This is an optimization exercise on Yosys and OpenROAD, whose aim is small area, a short achievable clock period and few clock cycles, not a production implementation.
Only simulation tests tie the RTL to the original design; equivalence was not proved.
Power figures rest on the tool's default switching activity, not on a simulated workload.

## design.v

```verilog
`default_nettype none
package tmrbank_pkg;
  localparam int OP_W   = 3;
  localparam int SLOT_W = 4;
  localparam int INT_W  = 31;
  localparam int EV_W   = 2;
  localparam int STS_W  = 2;
  localparam logic [OP_W-1:0] OP_TICK       = 3'd0;
  localparam logic [OP_W-1:0] OP_START_ONE  = 3'd1;
  localparam logic [OP_W-1:0] OP_START_PER  = 3'd2;
  localparam logic [OP_W-1:0] OP_RESTART    = 3'd3;
  localparam logic [OP_W-1:0] OP_CANCEL     = 3'd4;
  localparam logic [OP_W-1:0] OP_CANCEL_ALL = 3'd5;
  localparam logic [EV_W-1:0] EV_EXPIRED = 2'd0;
  localparam logic [EV_W-1:0] EV_CREATED = 2'd1;
  localparam logic [EV_W-1:0] EV_ACK     = 2'd2;
  localparam logic [STS_W-1:0] STS_OK       = 2'd0;
  localparam logic [STS_W-1:0] STS_FULL     = 2'd1;
  localparam logic [STS_W-1:0] STS_INACTIVE = 2'd2;
  localparam int MAX_RES = 16;
  localparam int CNT_W   = 5;
  localparam int QDEPTH = 2;
  localparam int QCNT_W = 2;
  typedef struct packed {
    logic [OP_W-1:0]   op;
    logic [SLOT_W-1:0] slot;
    logic              slot_ok;
    logic [INT_W-1:0]  interval;
  } cmd_t;
endpackage
`default_nettype wire
`default_nettype none
`default_nettype wire
`default_nettype none
`default_nettype wire
`default_nettype none
import tmrbank_pkg::*;
module one_shot_periodic_timer_bank_top #(
  parameter int SLOT_COUNT = 16,
  parameter int TIME_BITS  = 16
) (
  input  wire logic                           clk,
  input  wire logic                           rst_n,
  input  wire logic                           in_valid,
  output logic                                in_ready,
  input  wire logic [tmrbank_pkg::OP_W-1:0]   in_operation,
  input  wire logic [tmrbank_pkg::SLOT_W-1:0] in_slot,
  input  wire logic [tmrbank_pkg::INT_W-1:0]  in_interval_ms,
  output logic                                out_valid,
  input  wire logic                           out_ready,
  output logic [tmrbank_pkg::EV_W-1:0]        out_event_res,
  output logic [tmrbank_pkg::SLOT_W-1:0]      out_slot_id,
  output logic [tmrbank_pkg::STS_W-1:0]       out_status,
  output logic                                out_was_periodic,
  output logic                                out_last
);
  localparam int N = 16;
  localparam int TW = 16;
  logic [N-1:0]  a_r, b_r;
  logic [TW-1:0] dl_r [N];    
  logic [TW-1:0] em_r [N];    
  logic [TW-1:0] c_r;         
  logic [N-1:0]  pm_r;        
  logic          rdy_r;
  logic          rl_v_r;      
  logic [3:0]    rl_id_r;
  logic          ov_r, sv_r;
  logic [9:0]    ob_r, sb_r;   
  logic exec, o_free;
  assign exec   = in_valid && rdy_r;
  assign o_free = !ov_r || out_ready;
  logic is_tick, is_start, is_restart, is_cancel, is_cancel_all;
  assign is_tick       = exec && (in_operation == OP_TICK);
  assign is_start      = exec && ((in_operation == OP_START_ONE) || (in_operation == OP_START_PER));
  assign is_restart    = exec && (in_operation == OP_RESTART);
  assign is_cancel     = exec && (in_operation == OP_CANCEL);
  assign is_cancel_all = exec && (in_operation == OP_CANCEL_ALL);
  logic [TW-1:0] em_sel;
  assign em_sel = em_r[rl_id_r];
  logic [N-1:0] hit;
  always_comb begin
    for (int i = 0; i < N; i++) begin
      if (rl_v_r && (rl_id_r == 4'(i)))
        hit[i] = a_r[i] && (em_sel == '0);
      else
        hit[i] = a_r[i] && (dl_r[i] == c_r);
    end
  end
  function automatic logic [N-1:0] low_bit(input logic [N-1:0] m);
    low_bit = m & (~m + N'(1));
  endfunction
  function automatic logic [3:0] enc(input logic [N-1:0] oh);
    logic [3:0] r;
    r = '0;
    for (int i = 0; i < N; i++) if (oh[i]) r = r | 4'(i);
    enc = r;
  endfunction
  logic [N-1:0] h_low, p_low;
  logic [3:0]   h_idx, p_idx;
  logic [N-1:0] h_rest, p_rest;
  assign h_low  = low_bit(hit);
  assign h_idx  = enc(h_low);
  assign h_rest = hit & ~h_low;
  assign p_low  = low_bit(pm_r);
  assign p_idx  = enc(p_low);
  assign p_rest = pm_r & ~p_low;
  logic [N-1:0] act, free_low;
  logic [3:0]   free_idx;
  logic         full;
  assign act      = a_r | b_r;
  assign free_low = low_bit(~act);
  assign free_idx = enc(free_low);
  assign full     = &act;
  logic         big;
  logic [TW-1:0] iv_m1;
  assign big   = |in_interval_ms[INT_W-1:TW];
  assign iv_m1 = (in_interval_ms[TW-1:0] == '0) ? '0 : in_interval_ms[TW-1:0] - TW'(1);
  logic sl_act;
  assign sl_act = act[in_slot];
  logic       x_beat;      
  logic [9:0] x_b;
  logic       x_rl;        
  logic [3:0] x_rl_id;
  always_comb begin
    x_beat  = 1'b0;
    x_b     = '0;
    x_rl    = 1'b0;
    x_rl_id = h_idx;
    if (is_tick) begin
      x_beat  = |hit;
      x_b     = {EV_EXPIRED, h_idx, STS_OK, b_r[h_idx], (h_rest == '0)};
      x_rl    = (|hit) && b_r[h_idx];
      x_rl_id = h_idx;
    end else if (is_start) begin
      x_beat  = 1'b1;
      x_b     = {EV_CREATED, full ? 4'd0 : free_idx, full ? STS_FULL : STS_OK, 1'b0, 1'b1};
      x_rl    = !full;
      x_rl_id = free_idx;
    end else if (is_restart || is_cancel) begin
      x_beat  = 1'b1;
      x_b     = {EV_ACK, in_slot, sl_act ? STS_OK : STS_INACTIVE, 1'b0, 1'b1};
      x_rl    = is_restart && sl_act;
      x_rl_id = in_slot;
    end else if (is_cancel_all) begin
      x_beat  = 1'b1;
      x_b     = {EV_ACK, 4'd0, STS_OK, 1'b0, 1'b1};
    end
  end
  logic       p_go;        
  assign p_go = (pm_r != '0) && o_free && !sv_r;
  logic       ov_n, sv_n;
  logic [9:0] ob_n, sb_n;
  logic [N-1:0] pm_n;
  always_comb begin
    ov_n = ov_r && !out_ready;
    ob_n = ob_r;
    sv_n = sv_r;
    sb_n = sb_r;
    pm_n = pm_r;
    if (o_free && sv_r) begin
      ov_n = 1'b1;
      ob_n = sb_r;
      sv_n = 1'b0;
    end else if (p_go) begin
      ov_n = 1'b1;
      ob_n = {EV_EXPIRED, p_idx, STS_OK, b_r[p_idx], (p_rest == '0)};
      pm_n = p_rest;
    end
    if (x_beat) begin
      if (o_free) begin
        ov_n = 1'b1;
        ob_n = x_b;
      end else begin
        sv_n = 1'b1;
        sb_n = x_b;
      end
    end
    if (is_tick) pm_n = h_rest;
  end
  always_ff @(posedge clk) begin
    if (!rst_n) begin
      a_r     <= '0;
      b_r     <= '0;
      c_r     <= TW'(1);
      pm_r    <= '0;
      rdy_r   <= 1'b1;
      rl_v_r  <= 1'b0;
      ov_r    <= 1'b0;
      sv_r    <= 1'b0;
    end else begin
      ov_r   <= ov_n;
      sv_r   <= sv_n;
      pm_r   <= pm_n;
      rdy_r  <= (pm_n == '0) && !sv_n;
      rl_v_r <= x_rl || (p_go && b_r[p_idx]);
      if (is_tick) begin
        c_r <= c_r + TW'(1);
        a_r <= a_r & ~(hit & ~b_r);
      end
      if (is_start && !full) begin
        a_r <= a_r | (free_low & {N{!big}});
        b_r <= (b_r & ~free_low) | (free_low & {N{big || (in_operation == OP_START_PER)}});
      end
      if (is_cancel && sl_act) begin
        a_r[in_slot] <= 1'b0;
        b_r[in_slot] <= 1'b0;
      end
      if (is_cancel_all) begin
        a_r <= '0;
        b_r <= '0;
      end
    end
  end
  always_ff @(posedge clk) begin
    ob_r    <= ob_n;
    sb_r    <= sb_n;
    rl_id_r <= (p_go && !exec) ? p_idx : x_rl_id;
    if (rl_v_r) dl_r[rl_id_r] <= c_r + em_sel;
    if (is_start && !full) em_r[free_idx] <= iv_m1;
  end
  assign in_ready         = rdy_r;
  assign out_valid        = ov_r;
  assign {out_event_res, out_slot_id, out_status, out_was_periodic, out_last} = ob_r;
endmodule
`default_nettype wire
```

## run.sh

```bash
#!/bin/bash
# synth_recipe.tcl (not shown) runs the flow's synth.tcl, then flattens the netlist and writes it again
# the make line also repeats each setting of config.mk as NAME=value (left out here)
make -C /OpenROAD-flow-scripts/flow DESIGN_CONFIG=/design/flow/config.mk WORK_HOME=/design/flow/orfs CLKGATE_MAP_FILE= SYNTH_SCRIPT=/design/flow/synth_recipe.tcl finish
```

## config.mk

```make
export PLATFORM = sky130hd
export DESIGN_NAME = one_shot_periodic_timer_bank_top
export DESIGN_NICKNAME = one_shot_periodic_timer_bank_top
export VERILOG_FILES = /design/flow/design.v
export SDC_FILE = /design/flow/constraint.sdc
export NUM_CORES = 4
export LEC_CHECK = 0
export CAP_MARGIN = 20
export CORE_MARGIN = 2
export CORE_UTILIZATION = 40
export SLEW_MARGIN = 20
```

## constraint.sdc

```tcl
create_clock -name core_clock -period 10.0 [get_ports {clk}]
set_input_delay 2.0000 -clock core_clock [delete_from_list [all_inputs] [get_ports {clk}]]
set_output_delay 2.0000 -clock core_clock [all_outputs]
set_load 0.01 [all_outputs]
```

==> notes.md <==
logic make-up after synthesis:
family / after synthesis / synth area share
DFF: 604 / 0.633
xor gates and xnor gates: 290 / 0.0928
buffers and inverters: 124 / 0.0204
muxes: 102 / 0.0683
and+or+nand+nor: 542 / 0.102
adders and majority gates: 27 / 0.0122
AOI/OAI and AO/OA: 299 / 0.0723
tightest hold or removal path, cell delays in order (launching register included):
cell and delay, ns:
dfxtp_1 0.31, nand3_1 0.06, a31oi_1 0.08
power groups by stage:
stage	clock, uW	combinational (uW)	sequential (uW)
after floorplan	0	144	2840
after global placement	0	283	2850
after detailed placement	0	289	2850
after CTS	2310	290	2790
after global routing	2400	311	2790
final	2270	288	2790
routing by layer:
metal,track usage,routed length (um)
met5,0,0
met4,0.0753,2380
met3,0.0341,4410
met2,0.335,34600
met1,0.287,32100
area by class of cell:
class	count	area, um^2
Timing Repair Buffer	125	1080
Sequential cell	604	17300
Clock buffer	80	1700
Clock inverter	37	292
Multi-Input combinational cell	1260	9670
Tap cell	873	1090
Fill cell	5866	36200
Inverter	33	124
cells in the final DEF (no fill, tap or decap), types with 21 or more instances in the layout:
master,instances
buf_4,71
nor4_1,39
o21ai_0,48
mux4_2,67
nand4_1,67
nor3_1,33
nand3_1,24
xor2_1,22
clkdlybuf4s50_1,53
inv_1,32
and2_1,35
mux2i_1,27
a22oi_1,42
edfxtp_1,522
xnor2_1,259
ha_1,21
a21oi_1,63
nor2_1,128
nand2_1,94
clkbuf_16,66
dfxtp_1,80
a31oi_1,29
stage by stage:
stage	setup slack [ns]	util	total power (uW)	cell area [um^2]	hold WS [ns]
detailed placement	3.76	0.433	3140	29300	0.489
floorplan	5.08	-	2990	27400	0.473
CTS	3.69	0.463	5390	31200	0.497
global placement	3.86	0.433	3130	29300	0.478
finish	3.82	0.463	5360	31300	0.498
global route	3.26	0.463	5510	31300	0.530
synth_stat cells, types with 17 or more instances:
| master | n |
|---|---|
| nand2b_1 | 19 |
| ha_1 | 21 |
| xnor2_1 | 268 |
| inv_1 | 32 |
| a31oi_1 | 29 |
| or3_1 | 18 |
| nor4_1 | 40 |
| nand3_1 | 24 |
| nor3_1 | 36 |
| mux2i_1 | 27 |
| o21ai_0 | 49 |
| edfxtp_1 | 522 |
| and2_1 | 35 |
| nand2_1 | 94 |
| buf_2 | 30 |
| mux4_2 | 67 |
| a21o_1 | 17 |
| o31ai_1 | 18 |
| clkbuf_1 | 36 |
| a21oi_1 | 66 |
| nor2_1 | 147 |
| nand4_1 | 67 |
| xor2_1 | 22 |
| dfxtp_1 | 82 |
| a22oi_1 | 42 |
registers in the layout (all words and copies together) (netlist names):
register  cells
c_r          16
em_r        256
ov_r          1
rdy_r         1
pm_r         16
rl_v_r        1
dl_r        256
a_r          16
sv_r          1
ob_r         10
b_r          16
rl_id_r       4
sb_r         10
worst max path at each step:
stage | end | slack (ns) | depth (start not counted)
detailed placement | dl_r[10][13]$_DFFE_PP_ | 3.76 | 17
global placement | dl_r[15][15]$_DFFE_PP_ | 3.86 | 19
finish | dl_r[15][15]$_DFFE_PP_ | 3.82 | 19
CTS | dl_r[15][15]$_DFFE_PP_ | 3.69 | 19
floorplan | sb_r[1]$_DFFE_PP_ | 5.08 | 15
global route | dl_r[5][13]$_DFFE_PP_ | 3.26 | 17
==> notes.md <==
share of cells above drive strength 1 0.138; cts hold-fix bufs 0; CP peak stage delay 0.80 ns; TNS Setup 0 ns; FF+latch count, synth 604; Slew headroom 0.104; number of warnings issued by yosys 1; Pint 4160 uW; count of cell types in the netlist 74; CTS Buffer Depth 3; hold endpoint ob_r[9]$_DFF_P_; final worst path period need 6.18 ns; Clk pwr share 0.424; Worst Tran Pin Value 1.33 ns; Vias 17300; fin crit share 0.618; r2r setup slk 3.82 ns; Total GRT Usage 0.208; placed cells 2894; Layout area overhead 14.3%; Setup CP Type register to register; sequential power share 0.522; CTS Buf Count 66; post-synthesis sequential area ratio 0.633; CTS root buf clkbuf_16; first-pass GRT wire length 109 mm; share of the synthesized area in the top cell type 0.573; H-tree depth 3; initial core utilization 0.405; gpl congestion 0.867; largest area contributor in the netlist edfxtp_1; P per Cell Area 171 nW/um^2; Critical Path Source Type register; largest net degree at the start of global routing 51; Routed WL per cell 24.4 um; Async SR Flop Fraction 0; drt total wl 73.5 mm; DR iter-0 viols 1734; Final Hold Viols 0; initial antenna violation count 0; Cell Chain, Critical Path buf_4 -> mux4_2 -> a22oi_1 -> nand2_1 -> ha_1 -> a21o_1 -> a21oi_1 -> o21ai_0 -> a21oi_1 -> o21ai_0 -> a21oi_1 -> o21ai_0 -> a21oi_1 -> o21ai_0 -> a21oi_1 -> o21ai_0 -> a21o_1 -> a21oi_1 -> xnor2_2; min-delay src ob_r[9]$_DFF_P_; Area contributors post-synth edfxtp_1 (57%), xnor2_1 (8.6%), dfxtp_1 (6.0%), mux4_2 (5.5%), nor2_1 (2.0%); Lkg Pwr 0.00986 uW; worst hold-check path type register to register; Sink Count 604; Post-CTS Setup Repair Bufs 0; I/O Pins 54; Setup Viol. Count Final 0; cts repair resizes 0; R2R cell count 19; Mapped Cells 1988; DRC errors left 0; Layout Skew 0.0391 ns; Core Area 67500 um^2; Switching Power 1200 uW; Peak VDD IR 139 uV; outcome no timing/DRC/antenna violations; FF-to-FF End dl_r[15][15]$_DFFE_PP_; antenna viol nets, final 0; Worst EP arrival 6.48 ns; Post-Layout Cell Count 3012; fmax 162 MHz; Post-synth EDFFs 522; clock-pin slew on the worst setup and hold paths 0.06 ns; Critical Path Sink Type register; Row Count 95; RSZ-0062 raised after global routing false; Buf/Inv on CP 1; Comb power frac 0.054; Clk Latency, worst-skew pair 0.61 ns; area of the die 70500 um^2; synthesized cell area 27400 um^2; Most used DFF post-synth edfxtp_1; DR vias/cell 5.73; peak fanout along the critical path 50; CTS tree built; global route overflow 0; Worst setup startpoint rl_id_r[0]$_DFF_P_; fin nets 2154; n_diodes 0; Critical Path RT 10.30 ns; vias in the first global route 17200; Top delay family on crit path compound AO/OA/AOI/OAI gates; die width 266 um; max-slew violations 0; syn avg cell area 13.8 um^2; CP most frequent cell a21oi_1; router iterations before antenna repair 5; syn nets 2052; hpwl dp 45.6 mm; RR Startpoint rl_id_r[0]$_DFF_P_; Port Buffers 53; die height 266 um; Max Cap Viol 0; Sw Share 0.224; Worst Hold Depth 2; Critical-path top delay cell buf_4
Testbench counts, summed over its fixed seeds: cycles 39,453.

[afterwards: timing with drivers on the ports]
The results above use ideal ports. As a check the final layout listed here was re-extracted and re-timed, cells and wires unchanged.
Step 1, drivers: a clkbuf_16 drives clk and a buf_2 each remaining input, both assumed.
Step 2 times the ports against the registers' clock, not the clock port: input delays grow and output delays shrink by t, the midpoint of the rising clock arrivals with the driver on.
a / b / c = ideal / step 1 / step 2; a / b = the first two.
t, ns: 0.655
setup WS [ns]: 3.822 / 3.822 / 3.822
worst setup path at the end: register to register
worst register clock-pin slew, ns: 0.06 / 0.06
worst slew at a driven data input, ns: 0.06
After both steps this run still meets setup and hold. For this run, drivers alone change the setup slack by 0.000 ns; drivers and shift together by 0.000 ns.
